Context: an optimization exercise on an open-source flow, tuned for small area, a short achievable clock period and few clock cycles per item. The choices shown serve that exercise and are no tape-out recipe.
In this exercise RTL edits were held to simulation tests only and were not proved equivalent to the original.

[flow/design.v]
module fft8_engine (
  input  logic        clk,
  input  logic        rst,
  input  logic        cmd_valid,
  input  logic [1:0]  cmd_op,
  input  logic [3:0]  cmd_sel,
  input  logic [31:0] cmd_data,
  output logic        cmd_ready,
  output logic        busy,
  output logic        done,
  output logic [31:0] result,
  output logic        result_valid
);
  localparam logic [1:0] OP_LOAD   = 2'd0;
  localparam logic [1:0] OP_FFT    = 2'd1;
  localparam logic [1:0] OP_EXPORT = 2'd2;
  localparam logic [1:0] OP_IFFT   = 2'd3;
  typedef enum logic [1:0] {S_IDLE, S_RUN, S_DONE} state_t;
  state_t             r_state;
  logic [1:0]         r_n;
  logic [1:0]         r_stage;
  logic               r_inv;
  logic               r_ready;
  logic               r_busy;
  logic               r_done;
  logic               r_rv;
  logic [31:0]        r_result;
  logic signed [15:0] r_re [8];
  logic signed [15:0] r_im [8];
  logic               w_accept;
  logic [2:0]         w_ld_idx;
  logic [2:0]         w_top;
  logic [2:0]         w_bot;
  logic [1:0]         w_widx;
  logic signed [15:0] w_wr;
  logic signed [15:0] w_wi;
  logic signed [31:0] w_br32, w_bi32, w_wr32, w_wi32;
  logic signed [31:0] w_tr_full, w_ti_full;
  logic signed [16:0] w_tr17, w_ti17;
  function automatic logic signed [15:0] tw_re(input logic [1:0] idx);
    case (idx)
      2'd0:    tw_re = 16'sd16384;
      2'd1:    tw_re = 16'sd11585;
      2'd2:    tw_re = 16'sd0;
      default: tw_re = -16'sd11585;
    endcase
  endfunction
  function automatic logic signed [15:0] tw_im(input logic [1:0] idx, input logic inv);
    logic signed [15:0] v;
    case (idx)
      2'd0:    v = 16'sd0;
      2'd1:    v = -16'sd11585;
      2'd2:    v = -16'sd16384;
      default: v = -16'sd11585;
    endcase
    tw_im = inv ? -v : v;
  endfunction
  function automatic logic signed [15:0] bfly_half(input logic signed [15:0] a,
                                                   input logic signed [16:0] t,
                                                   input logic sub);
    logic signed [16:0] a17;
    logic signed [16:0] s;
    a17 = {a[15], a};
    s   = sub ? (a17 - t) : (a17 + t);
    bfly_half = s[16:1];
  endfunction
  assign w_accept = cmd_valid & r_ready;
  assign w_ld_idx = {cmd_sel[0], cmd_sel[1], cmd_sel[2]};
  always_comb begin
    w_top  = 3'd0;
    w_bot  = 3'd0;
    w_widx = 2'd0;
    case (r_stage)
      2'd1: begin w_top = {r_n, 1'b0};             w_bot = w_top | 3'd1; w_widx = 2'd0;            end
      2'd2: begin w_top = {r_n[1], 1'b0, r_n[0]};  w_bot = w_top | 3'd2; w_widx = {r_n[0], 1'b0};  end
      2'd3: begin w_top = {1'b0, r_n};             w_bot = w_top | 3'd4; w_widx = r_n;             end
      default: ;
    endcase
  end
  assign w_wr      = tw_re(w_widx);
  assign w_wi      = tw_im(w_widx, r_inv);
  assign w_br32    = 32'(r_re[w_bot]);
  assign w_bi32    = 32'(r_im[w_bot]);
  assign w_wr32    = 32'(w_wr);
  assign w_wi32    = 32'(w_wi);
  assign w_tr_full = w_br32 * w_wr32 - w_bi32 * w_wi32;
  assign w_ti_full = w_br32 * w_wi32 + w_bi32 * w_wr32;
  assign w_tr17    = 17'(w_tr_full >>> 14);
  assign w_ti17    = 17'(w_ti_full >>> 14);
  always_ff @(posedge clk or posedge rst) begin
    if (rst) begin
      for (int i = 0; i < 8; i++) begin
        r_re[i] <= '0;
        r_im[i] <= '0;
      end
    end else if (w_accept && cmd_op == OP_LOAD) begin
      r_re[w_ld_idx] <= cmd_data[31:16];
      r_im[w_ld_idx] <= cmd_data[15:0];
    end else if (r_state == S_RUN) begin
      r_re[w_top] <= bfly_half(r_re[w_top], w_tr17, 1'b0);
      r_im[w_top] <= bfly_half(r_im[w_top], w_ti17, 1'b0);
      r_re[w_bot] <= bfly_half(r_re[w_top], w_tr17, 1'b1);
      r_im[w_bot] <= bfly_half(r_im[w_top], w_ti17, 1'b1);
    end
  end
  always_ff @(posedge clk or posedge rst) begin
    if (rst) begin
      r_state  <= S_IDLE;
      r_n      <= 2'd0;
      r_stage  <= 2'd0;
      r_inv    <= 1'b0;
      r_ready  <= 1'b1;
      r_busy   <= 1'b0;
      r_done   <= 1'b0;
      r_rv     <= 1'b0;
      r_result <= '0;
    end else begin
      r_rv <= 1'b0;
      case (r_state)
        S_IDLE: begin
          if (w_accept) begin
            case (cmd_op)
              OP_EXPORT: begin
                r_result <= cmd_sel[3] ? {{16{r_im[cmd_sel[2:0]][15]}}, r_im[cmd_sel[2:0]]}
                                       : {{16{r_re[cmd_sel[2:0]][15]}}, r_re[cmd_sel[2:0]]};
                r_rv     <= 1'b1;
              end
              OP_FFT, OP_IFFT: begin
                r_inv   <= (cmd_op == OP_IFFT);
                r_n     <= 2'd0;
                r_ready <= 1'b0;
                r_busy  <= 1'b1;
                if (cmd_sel[3:2] == 2'b00 && cmd_sel[1:0] != 2'b00) begin
                  r_stage <= cmd_sel[1:0];
                  r_state <= S_RUN;
                end else begin
                  r_state <= S_DONE;
                  r_done  <= 1'b1;
                end
              end
              default: ;
            endcase
          end
        end
        S_RUN: begin
          r_n <= r_n + 2'd1;
          if (r_n == 2'd3) begin
            r_state <= S_DONE;
            r_done  <= 1'b1;
          end
        end
        S_DONE: begin
          r_state <= S_IDLE;
          r_done  <= 1'b0;
          r_busy  <= 1'b0;
          r_ready <= 1'b1;
        end
        default: r_state <= S_IDLE;
      endcase
    end
  end
  assign cmd_ready    = r_ready;
  assign busy         = r_busy;
  assign done         = r_done;
  assign result       = r_result;
  assign result_valid = r_rv;
endmodule
[flow/run.sh]
#!/bin/bash
# synth_recipe.tcl (not shown) runs the flow's synth.tcl, then flattens the netlist and writes it again
# the make line also repeats each setting of config.mk as NAME=value (left out here)
make -C /OpenROAD-flow-scripts/flow DESIGN_CONFIG=/design/flow/config.mk WORK_HOME=/design/flow/orfs CLKGATE_MAP_FILE= SYNTH_SCRIPT=/design/flow/synth_recipe.tcl finish
[flow/config.mk]
export PLATFORM = sky130hd
export DESIGN_NAME = fft8_engine
export DESIGN_NICKNAME = fft8_engine
export VERILOG_FILES = /design/flow/design.v
export SDC_FILE = /design/flow/constraint.sdc
export NUM_CORES = 4
export LEC_CHECK = 0
export CAP_MARGIN = 20
export CORE_MARGIN = 2
export CORE_UTILIZATION = 40
export SLEW_MARGIN = 20
[flow/constraint.sdc]
create_clock -name core_clock -period 12.0 [get_ports {clk}]
set_input_delay 2.4000 -clock core_clock [delete_from_list [all_inputs] [get_ports {clk}]]
set_output_delay 2.4000 -clock core_clock [all_outputs]
set_load 0.01 [all_outputs]
==> reports/metrics.cfg <==
[run_status]
status = finished clean

[floorplanning]
core_area_um2 = 140000
die_w_um = 379
start_util_pct = 40.3
die_h_um = 379
io_pins = 77
rows = 137
die-area_um2 = 144000

[sta]
final.min_clock_period_ns = 11.70
rsz0062_at_grt = true
finalSetupTns_ns = 0
fmax_ghz = 0.0855
clock_skew_ns = 0.0222
hold_violations = 0
setup-violations-final = 0
fin_crit_sh_pct = 97.5
final-max-slew-violation-count = 0
max_slew_margin_pct = 15.5
worst_slew_pin_slew_ns = 1.26

[worst_setup_path]
max_stage_delay_ns = 0.58
required_ns = 12.44
cp_slowest_cell = fa_1
crit_type = register to register
cp.arrival_ns = 12.14
crit_path_start_kind = register
rrSetupSlack_ns = 0.30
crit_path_end_kind = register
cp_max_fo = 12

[synth]
syn_nets = 7739
postSynthAreaPerCell_um2 = 8.95
synthCells = 6290
ys.flop_type = dfrtp_1
syn-cell-area_um2 = 56300
yosysUniqueCellTypes = 105
synth_edf_count = 0
yosysWarnings = 3
synth.yosys.seq_area_share_pct = 12.6
async_flop_share_pct = 100
synth_seq_cells = 283

[finish]
ff_latch_area_um2 = 7090
syn2layout_area_growth_pct = 16.2
fin_area_um2 = 65400
final_nets = 8203
multi_input_comb_area_um2 = 43200
layout-drive-gt1-share_pct = 14.0
fillCellCount = 13557

[clock_tree]
holdBufCountCts = 0
cts_tree = done
cts_made_buffers = 31
cts-root-buf = clkbuf_16
htreeDepth = 1
cts.path.max_buffers = 3
clk_pin_slew_ns = 0.07
clk_latency_ns = 0.61
clock-sinks = 283

[detailed_routing]
vias = 48221
dr.first_iter.drc_count = 6121
dr.pass1.iters = 9
drc = 0
ant_nets = 0
wl_per_cell_um = 25.0
wl_um = 216000
avgViaCountPerCell = 5.57

[placement]
placed_area_um2 = 63700
place.gp.congestion = 0.985
place_hpwl_um = 171000
portBuffers = 76

[grt]
grt_max_degree = 165
grt_overflow = 0
grt_pass1_vias = 49970
grt_util_all_layers_pct = 30.5
antenna_found_initial = 3
grt_pass1_wl_um = 324000

[run]
maxCapViolCount = 0

[hold_path]
hold_path.class = register to register

[worst paths after layout]
check,start,end,cells past startpoint
max,r_stage[1],r_re[4][15],50
min,r_result[4],r_result[4],2
max reg2reg,r_stage[1],r_re[4][15],50
min reg2reg,r_result[4],r_result[4],2
max in group asynchronous,rst,r_re[1][14],3
min in group asynchronous,rst,r_re[1][9],2
[registers in the layout (all words and copies together) (netlist names)]
signal,flops
r_result,16
r_ready,1
r_inv,1
r_busy,1
r_state,2
r_n,2
r_im,128
r_done,1
r_re,128
r_rv,1
r_stage,2
[layout make-up]
class,instances,share of cell area [%]
clock inverter,13,0.262
tap,1876,3.59
timing repair buffer,767,9.76
inverter,1404,8.08
antenna,3,0.0115
sequential,283,10.8
multi-input combinational,4267,66.1
clock buffer,43,1.36
[kinds of logic (layout without fill, tap and decap cells)]
logic type | after synthesis | after routing | synth area share (%)
AND/OR/NAND/NOR | 1388 | 1388 | 10.4
AO/OA/AOI/OAI | 1194 | 1194 | 15.0
adder cells (fa/ha/maj) | 1408 | 1408 | 45.2
XOR/XNOR | 181 | 181 | 2.90
buffers and inverters | 1740 | 2227 | 11.8
flip-flops | 283 | 283 | 12.6
multiplexers | 96 | 96 | 1.98
other | 0 | 3 | 0
[cell usage in the layout, fill, tap and decap left out, types with 58 or more instances in the layout]
| master | instances |
|---|---|
| inv_1 | 1388 |
| fa_1 | 1037 |
| buf_4 | 655 |
| nand2_1 | 560 |
| nor2_1 | 513 |
| ha_1 | 364 |
| dfrtp_1 | 279 |
| a21oi_1 | 204 |
| o21ai_0 | 173 |
| xnor2_1 | 124 |
| o31ai_1 | 122 |
| a211oi_1 | 105 |
| a221oi_1 | 80 |
| clkdlybuf4s50_1 | 73 |
| mux2i_1 | 65 |
| a21o_1 | 58 |
[worst max-delay path: cells and delay by family (launching register included)]
family | cells | cell delay [ns]
adders and majority gates | 10 | 4.31
AOI/OAI and AO/OA | 18 | 3.67
buffers and inverters | 14 | 1.84
and+or+nand+nor | 4 | 0.57
xor gates and xnor gates | 3 | 0.51
DFF | 1 | 0.43
muxes | 1 | 0.16
[stage by stage]
stage,setup WS (ns),instances,hold WS [ns],utilization (%)
2_1_floorplan,0.193,6290,0.456,-
3_3_place_gp,-0.109,8582,0.465,45.6
3_5_place_dp,-0.121,8583,0.469,45.7
4_1_cts,0.000766,8639,0.486,46.4
5_1_grt,-0.0889,8653,0.508,46.8
6_report,0.298,8656,0.480,46.8
[synthesized netlist by cell type (18+ instances only)]
master / number / area, um2
a211oi_1: 108 / 811
a21o_1: 59 / 443
a21oi_1: 220 / 1100
a221o_1: 31 / 310
a221oi_1: 87 / 762
a222oi_1: 57 / 571
a22o_1: 18 / 158
a311oi_1: 31 / 272
a31oi_1: 56 / 350
and2_1: 21 / 131
and3_1: 21 / 131
buf_1: 42 / 158
buf_2: 19 / 95.1
buf_4: 18 / 135
clkbuf_1: 252 / 946
dfrtp_1: 282 / 7060
fa_1: 1042 / 20900
ha_1: 366 / 4580
inv_1: 1396 / 5240
mux2_2: 18 / 203
mux2i_1: 66 / 661
nand2_1: 579 / 2170
nand2b_1: 33 / 206
nand3_1: 43 / 215
nor2_1: 528 / 1980
nor2b_1: 32 / 200
nor3_1: 53 / 265
o211ai_1: 22 / 165
o21ai_0: 180 / 901
o22ai_1: 26 / 163
o31ai_1: 126 / 946
xnor2_1: 132 / 1160
xor2_1: 45 / 394
[routing by layer]
layer	wire length (um)	vias to the layer above	GRT usage, %
li1	-	21050	-
met1	84000	23874	39.4
met2	98400	2635	48.7
met3	19500	660	5.36
met4	14700	2	16.4
met5	14	-	0
[what timing repair did]
item | 4_1_cts | 5_1_grt
gates resized for setup | 7 | 112
setup endpoints to repair | 46 | 126
pin swaps | 1 | 43
setup buffers | 0 | 14
Testbench counts, summed over its fixed seeds: cycles 13,448, items 320.

what the ideal ports hide:
The results above use ideal ports. As a check the final layout listed here was re-extracted and re-timed, cells and wires unchanged.
Step 1 assumes that a clkbuf_16 drives the clock port and a buf_2 every other input.
Step 2 also shifts input and output timing later by t, the mid clock arrival at the registers, as if the neighbouring blocks saw the same clock.
Slacks: ideal ports / drivers / drivers and shift; pairs: ideal ports / drivers.
t (ns): 0.659
setup slack, ns: 0.298 / 0.298 / 0.298
hold slack, ns: 0.480 / 0.480 / 0.480
latest minus earliest clock arrival (ns): 0.022 / 0.022
cell pins on the clock port's net: 1
After both steps this run still meets setup and hold. For this run, drivers alone change the setup slack by 0.000 ns; drivers and shift together by 0.000 ns.
